Background: an optimization exercise with open tools, aiming at small area. Do not read the settings as production practice. Where RTL was checked, it was by simulation tests only, not by an equivalence proof against the original.

==> inputs of v16 <==
==> flow/design.v <==
`default_nettype none
module param_data_mem_bit (
  input  logic we,
  input  logic we_n,
  input  logic wdata,
  input  logic q,
  output logic d
);
  assign d = ~((we_n | wdata) & (we | q));
endmodule
module param_data_mem_rd3 (
  input  logic s0, d0,
  input  logic s1, d1,
  input  logic s2, d2,
  output logic y_n
);
  assign y_n = ~((s0 & d0) | (s1 & d1) | (s2 & d2));
endmodule
module param_data_mem #(
  parameter int DATA_W = 32,
  parameter int ADDR_W = 8,
  parameter int DEPTH  = 200
) (
  input  logic                  clk,
  input  logic                  rst_n,
  input  logic                  req,
  input  logic                  r_w,
  input  logic [ADDR_W-1:0]     address_bus,
  input  logic [DATA_W-1:0]     data_in,
  input  logic [DATA_W/8-1:0]   byte_en,
  output logic                  ready,
  output logic [DATA_W-1:0]     data_out,
  output logic                  rd_valid,
  output logic                  err
);
  localparam int BE_W  = DATA_W / 8;
  localparam int NLO   = 16;                        
  localparam int NHI   = (DEPTH + NLO - 1) / NLO;   
  localparam int HI_W  = ADDR_W - 4;
  localparam int NRD   = (DEPTH + 2) / 3;           
  localparam int NSEL  = 3 * NRD;
  logic                r_ready;
  logic                r_phase;
  logic [DATA_W-1:0]   r_data_out;
  logic                r_rd_valid;
  logic                r_err;
  logic                w_clear;
  logic                w_accept;
  logic                w_in_range;
  logic [DATA_W-1:0]   w_wdata;       
  logic [NHI-1:0]      w_hi;          
  logic [NLO*BE_W-1:0] w_lo;          
  logic [NSEL-1:0]     w_rsel;        
  logic [DATA_W-1:0]   w_rdata;       
  assign w_clear    = ~r_ready;
  assign w_accept   = req & r_ready;
  assign w_in_range = ({1'b0, address_bus} < (ADDR_W + 1)'(DEPTH));
  assign w_wdata    = {DATA_W{r_phase}} ^ (data_in & {DATA_W{~w_clear}});
  always_comb begin
    for (int i = 0; i < NHI; i++)
      w_hi[i] = w_clear | (w_accept & r_w & (address_bus[ADDR_W-1:4] == HI_W'(i)));
    for (int j = 0; j < NLO; j++)
      for (int b = 0; b < BE_W; b++)
        w_lo[j*BE_W+b] = w_clear | ((address_bus[3:0] == 4'(j)) & byte_en[b]);
    for (int w = 0; w < NSEL; w++)
      w_rsel[w] = (w < DEPTH) && (address_bus == ADDR_W'(w));
  end
  logic [DATA_W-1:0] w_q [NSEL];
  for (genvar w = 0; w < NSEL; w++) begin : g_word
    if (w < DEPTH) begin : g_mem
      logic [DATA_W-1:0] q;
      logic [DATA_W-1:0] d;
      for (genvar b = 0; b < BE_W; b++) begin : g_byte
        logic we, we_n;
        assign we   = w_hi[w / NLO] & w_lo[(w % NLO)*BE_W + b];
        assign we_n = ~we;
        for (genvar k = 0; k < 8; k++) begin : g_bit
          param_data_mem_bit u_bit (
            .we    (we),
            .we_n  (we_n),
            .wdata (w_wdata[8*b+k]),
            .q     (q[8*b+k]),
            .d     (d[8*b+k])
          );
        end
      end
      always_ff @(posedge clk) begin
        q <= d;
      end
      assign w_q[w] = q;
    end else begin : g_none
      assign w_q[w] = '0;
    end
  end
  for (genvar b = 0; b < DATA_W; b++) begin : g_rd
    logic [NRD-1:0] t_n;
    for (genvar k = 0; k < NRD; k++) begin : g_grp
      param_data_mem_rd3 u_rd (
        .s0 (w_rsel[3*k]),   .d0 (w_q[3*k][b]),
        .s1 (w_rsel[3*k+1]), .d1 (w_q[3*k+1][b]),
        .s2 (w_rsel[3*k+2]), .d2 (w_q[3*k+2][b]),
        .y_n(t_n[k])
      );
    end
    assign w_rdata[b] = ~&t_n;
  end
  always_ff @(posedge clk or negedge rst_n) begin
    if (!rst_n) begin
      r_ready    <= 1'b0;
      r_phase    <= 1'b0;
      r_rd_valid <= 1'b0;
      r_err      <= 1'b0;
    end else begin
      r_ready    <= 1'b1;
      r_phase    <= ~r_phase;
      r_rd_valid <= w_accept & ~r_w;
      r_err      <= w_accept & ~w_in_range;
    end
  end
  always_ff @(posedge clk) begin
    r_data_out <= w_rdata ^ {DATA_W{r_phase & w_in_range}};
  end
  assign ready    = r_ready;
  assign data_out = r_data_out;
  assign rd_valid = r_rd_valid;
  assign err      = r_err;
endmodule
`default_nettype wire
==> flow/run.sh <==
#!/bin/bash
# synth_recipe.tcl (not shown) runs the flow's synth.tcl, then flattens the netlist and writes it again
# the make line also repeats each setting of config.mk as NAME=value (left out here)
make -C /OpenROAD-flow-scripts/flow DESIGN_CONFIG=/design/flow/config.mk WORK_HOME=/design/flow/orfs CLKGATE_MAP_FILE= SYNTH_SCRIPT=/design/flow/synth_recipe.tcl finish
==> flow/config.mk <==
export PLATFORM = sky130hd
export DESIGN_NAME = param_data_mem
export DESIGN_NICKNAME = param_data_mem
export VERILOG_FILES = /design/flow/design.v
export SDC_FILE = /design/flow/constraint.sdc
export NUM_CORES = 4
export LEC_CHECK = 0
export CAP_MARGIN = 20
export CELL_PAD_IN_SITES_DETAIL_PLACEMENT = 1
export CELL_PAD_IN_SITES_GLOBAL_PLACEMENT = 1
export CORE_MARGIN = 2
export CORE_UTILIZATION = 35
export CTS_BUF_LIST = sky130_fd_sc_hd__clkbuf_16
export CTS_CLUSTER_DIAMETER = 70
export CTS_CLUSTER_SIZE = 30
export PLACE_DENSITY = 0.42
export SLEW_MARGIN = 20
export SYNTH_HIERARCHICAL = 1
export SYNTH_MEMORY_MAX_BITS = 8192
==> flow/constraint.sdc <==
create_clock -name core_clock -period 5.0 [get_ports {clk}]
set_input_delay 1.0000 -clock core_clock [delete_from_list [all_inputs] [get_ports {clk}]]
set_output_delay 1.0000 -clock core_clock [all_outputs]
set_load 0.01 [all_outputs]
==> v1: changes against v16 <==
==> flow/design.v (replaced) <==
`default_nettype none
module param_data_mem #(
  parameter int DATA_W = 32,
  parameter int ADDR_W = 8,
  parameter int DEPTH  = 200
) (
  input  logic                  clk,
  input  logic                  rst_n,
  input  logic                  req,
  input  logic                  r_w,
  input  logic [ADDR_W-1:0]     address_bus,
  input  logic [DATA_W-1:0]     data_in,
  input  logic [DATA_W/8-1:0]   byte_en,
  output logic                  ready,
  output logic [DATA_W-1:0]     data_out,
  output logic                  rd_valid,
  output logic                  err
);
  localparam int BE_W = DATA_W / 8;
  localparam int NLO  = 16;                        
  localparam int NHI  = (DEPTH + NLO - 1) / NLO;   
  localparam int HI_W = ADDR_W - 4;
  logic                r_ready;
  logic                r_phase;
  logic [DATA_W-1:0]   r_data_out;
  logic                r_rd_valid;
  logic                r_err;
  logic                r_wb_vld;      
  logic                r_wb_vld_n;    
  logic [ADDR_W-1:0]   r_wb_addr;
  logic [ADDR_W-1:0]   r_wb_addr_n;   
  logic [BE_W-1:0]     r_wb_be;
  logic [BE_W-1:0]     r_wb_be_n;     
  logic [DATA_W-1:0]   r_wb_data;
  logic                w_clear;
  logic                w_accept;
  logic                w_in_range;
  logic                w_fwd;
  logic [DATA_W-1:0]   w_wdata;       
  logic [NHI-1:0]      w_hi_p, w_hi_n;
  logic [NLO*BE_W-1:0] w_lo_p, w_lo_n;
  logic [DATA_W-1:0]   w_rdata;       
  logic [DATA_W-1:0]   w_rword;
  assign w_clear    = ~r_ready;
  assign w_accept   = req & r_ready;
  assign w_in_range = ({1'b0, address_bus} < (ADDR_W + 1)'(DEPTH));
  assign w_wdata    = {DATA_W{r_phase}} ^ (r_wb_data & {DATA_W{~w_clear}});
  always_comb begin
    for (int i = 0; i < NHI; i++) begin
      w_hi_p[i] = w_clear | (r_wb_vld & (r_wb_addr[ADDR_W-1:4] == HI_W'(i)));
      w_hi_n[i] = w_clear | (~r_wb_vld_n & (~r_wb_addr_n[ADDR_W-1:4] == HI_W'(i)));
    end
    for (int j = 0; j < NLO; j++)
      for (int b = 0; b < BE_W; b++) begin
        w_lo_p[j*BE_W+b] = w_clear | ((r_wb_addr[3:0] == 4'(j)) & r_wb_be[b]);
        w_lo_n[j*BE_W+b] = w_clear | ((~r_wb_addr_n[3:0] == 4'(j)) & ~r_wb_be_n[b]);
      end
  end
  logic [DATA_W-1:0] w_rd_terms [DEPTH];
  for (genvar w = 0; w < DEPTH; w++) begin : g_word
    logic [DATA_W-1:0] q;
    logic              rsel;
    for (genvar b = 0; b < BE_W; b++) begin : g_byte
      logic we, we_n;
      assign we   = w_hi_p[w / NLO] & w_lo_p[(w % NLO)*BE_W + b];
      assign we_n = ~(w_hi_n[w / NLO] & w_lo_n[(w % NLO)*BE_W + b]);
      always_ff @(posedge clk) begin
        q[8*b +: 8] <= ~(({8{we_n}} | w_wdata[8*b +: 8]) & ({8{we}} | q[8*b +: 8]));
      end
    end
    assign rsel          = (address_bus == ADDR_W'(w));
    assign w_rd_terms[w] = q & {DATA_W{rsel}};
  end
  always_comb begin
    w_rdata = '0;
    for (int w = 0; w < DEPTH; w++) w_rdata = w_rdata | w_rd_terms[w];
  end
  assign w_fwd = r_wb_vld & (r_wb_addr == address_bus) & w_in_range;
  always_comb begin
    w_rword = w_rdata ^ {DATA_W{r_phase & w_in_range}};
    for (int b = 0; b < BE_W; b++)
      if (w_fwd & r_wb_be[b]) w_rword[8*b +: 8] = r_wb_data[8*b +: 8];
  end
  always_ff @(posedge clk or negedge rst_n) begin
    if (!rst_n) begin
      r_ready    <= 1'b0;
      r_phase    <= 1'b0;
      r_rd_valid <= 1'b0;
      r_err      <= 1'b0;
      r_wb_vld   <= 1'b0;
      r_wb_vld_n <= 1'b1;
    end else begin
      r_ready    <= 1'b1;
      r_phase    <= ~r_phase;
      r_rd_valid <= w_accept & ~r_w;
      r_err      <= w_accept & ~w_in_range;
      r_wb_vld   <= w_accept & r_w;
      r_wb_vld_n <= ~(w_accept & r_w);
    end
  end
  always_ff @(posedge clk) begin
    r_wb_addr   <= address_bus;
    r_wb_addr_n <= ~address_bus;
    r_wb_be     <= byte_en;
    r_wb_be_n   <= ~byte_en;
    r_wb_data   <= data_in;
    r_data_out  <= w_rword;
  end
  assign ready    = r_ready;
  assign data_out = r_data_out;
  assign rd_valid = r_rd_valid;
  assign err      = r_err;
endmodule
`default_nettype wire
==> flow/config.mk (replaced) <==
export PLATFORM = sky130hd
export DESIGN_NAME = param_data_mem
export DESIGN_NICKNAME = param_data_mem
export VERILOG_FILES = /design/flow/design.v
export SDC_FILE = /design/flow/constraint.sdc
export NUM_CORES = 4
export LEC_CHECK = 0
export CAP_MARGIN = 10
export CORE_MARGIN = 2
export CORE_UTILIZATION = 60
export SLEW_MARGIN = 10
export SYNTH_MEMORY_MAX_BITS = 8192
==> results.txt <==
- In v1 the synthesized cell count is larger than in v16, by about 24%.
- v1 stopped in global routing, error GRT-0116. v16 ran to the end with no violations.
- In v16 the synthesized area is smaller than in v1, by 8.8%.
No functional check of the RTL was part of v1.

re-timing with driven ports:
The results above use ideal ports. As a check the final layout listed here was re-extracted and re-timed, cells and wires unchanged.
Step 1: set_driving_cell puts a clkbuf_16 on clk and a buf_2 on each other input, an assumption about the parent block.
Step 2 also shifts input and output timing later by t, the mid clock arrival at the registers, as if the neighbouring blocks saw the same clock.
Three values: ideal ports, drivers, drivers and shift; two values: the first two.
run: v16
t (ns): 1.260
setup WS [ns]: 0.110 / 0.177 / -1.083
hold WS [ns]: 0.048 / -0.036 / 0.449
worst slew at a driven data input, ns: 0.08
With both steps, setup timing fails in v16, where it was met with ideal ports. The setup slack of v16 moves by +0.067 ns with the drivers and by -1.193 ns with both steps.
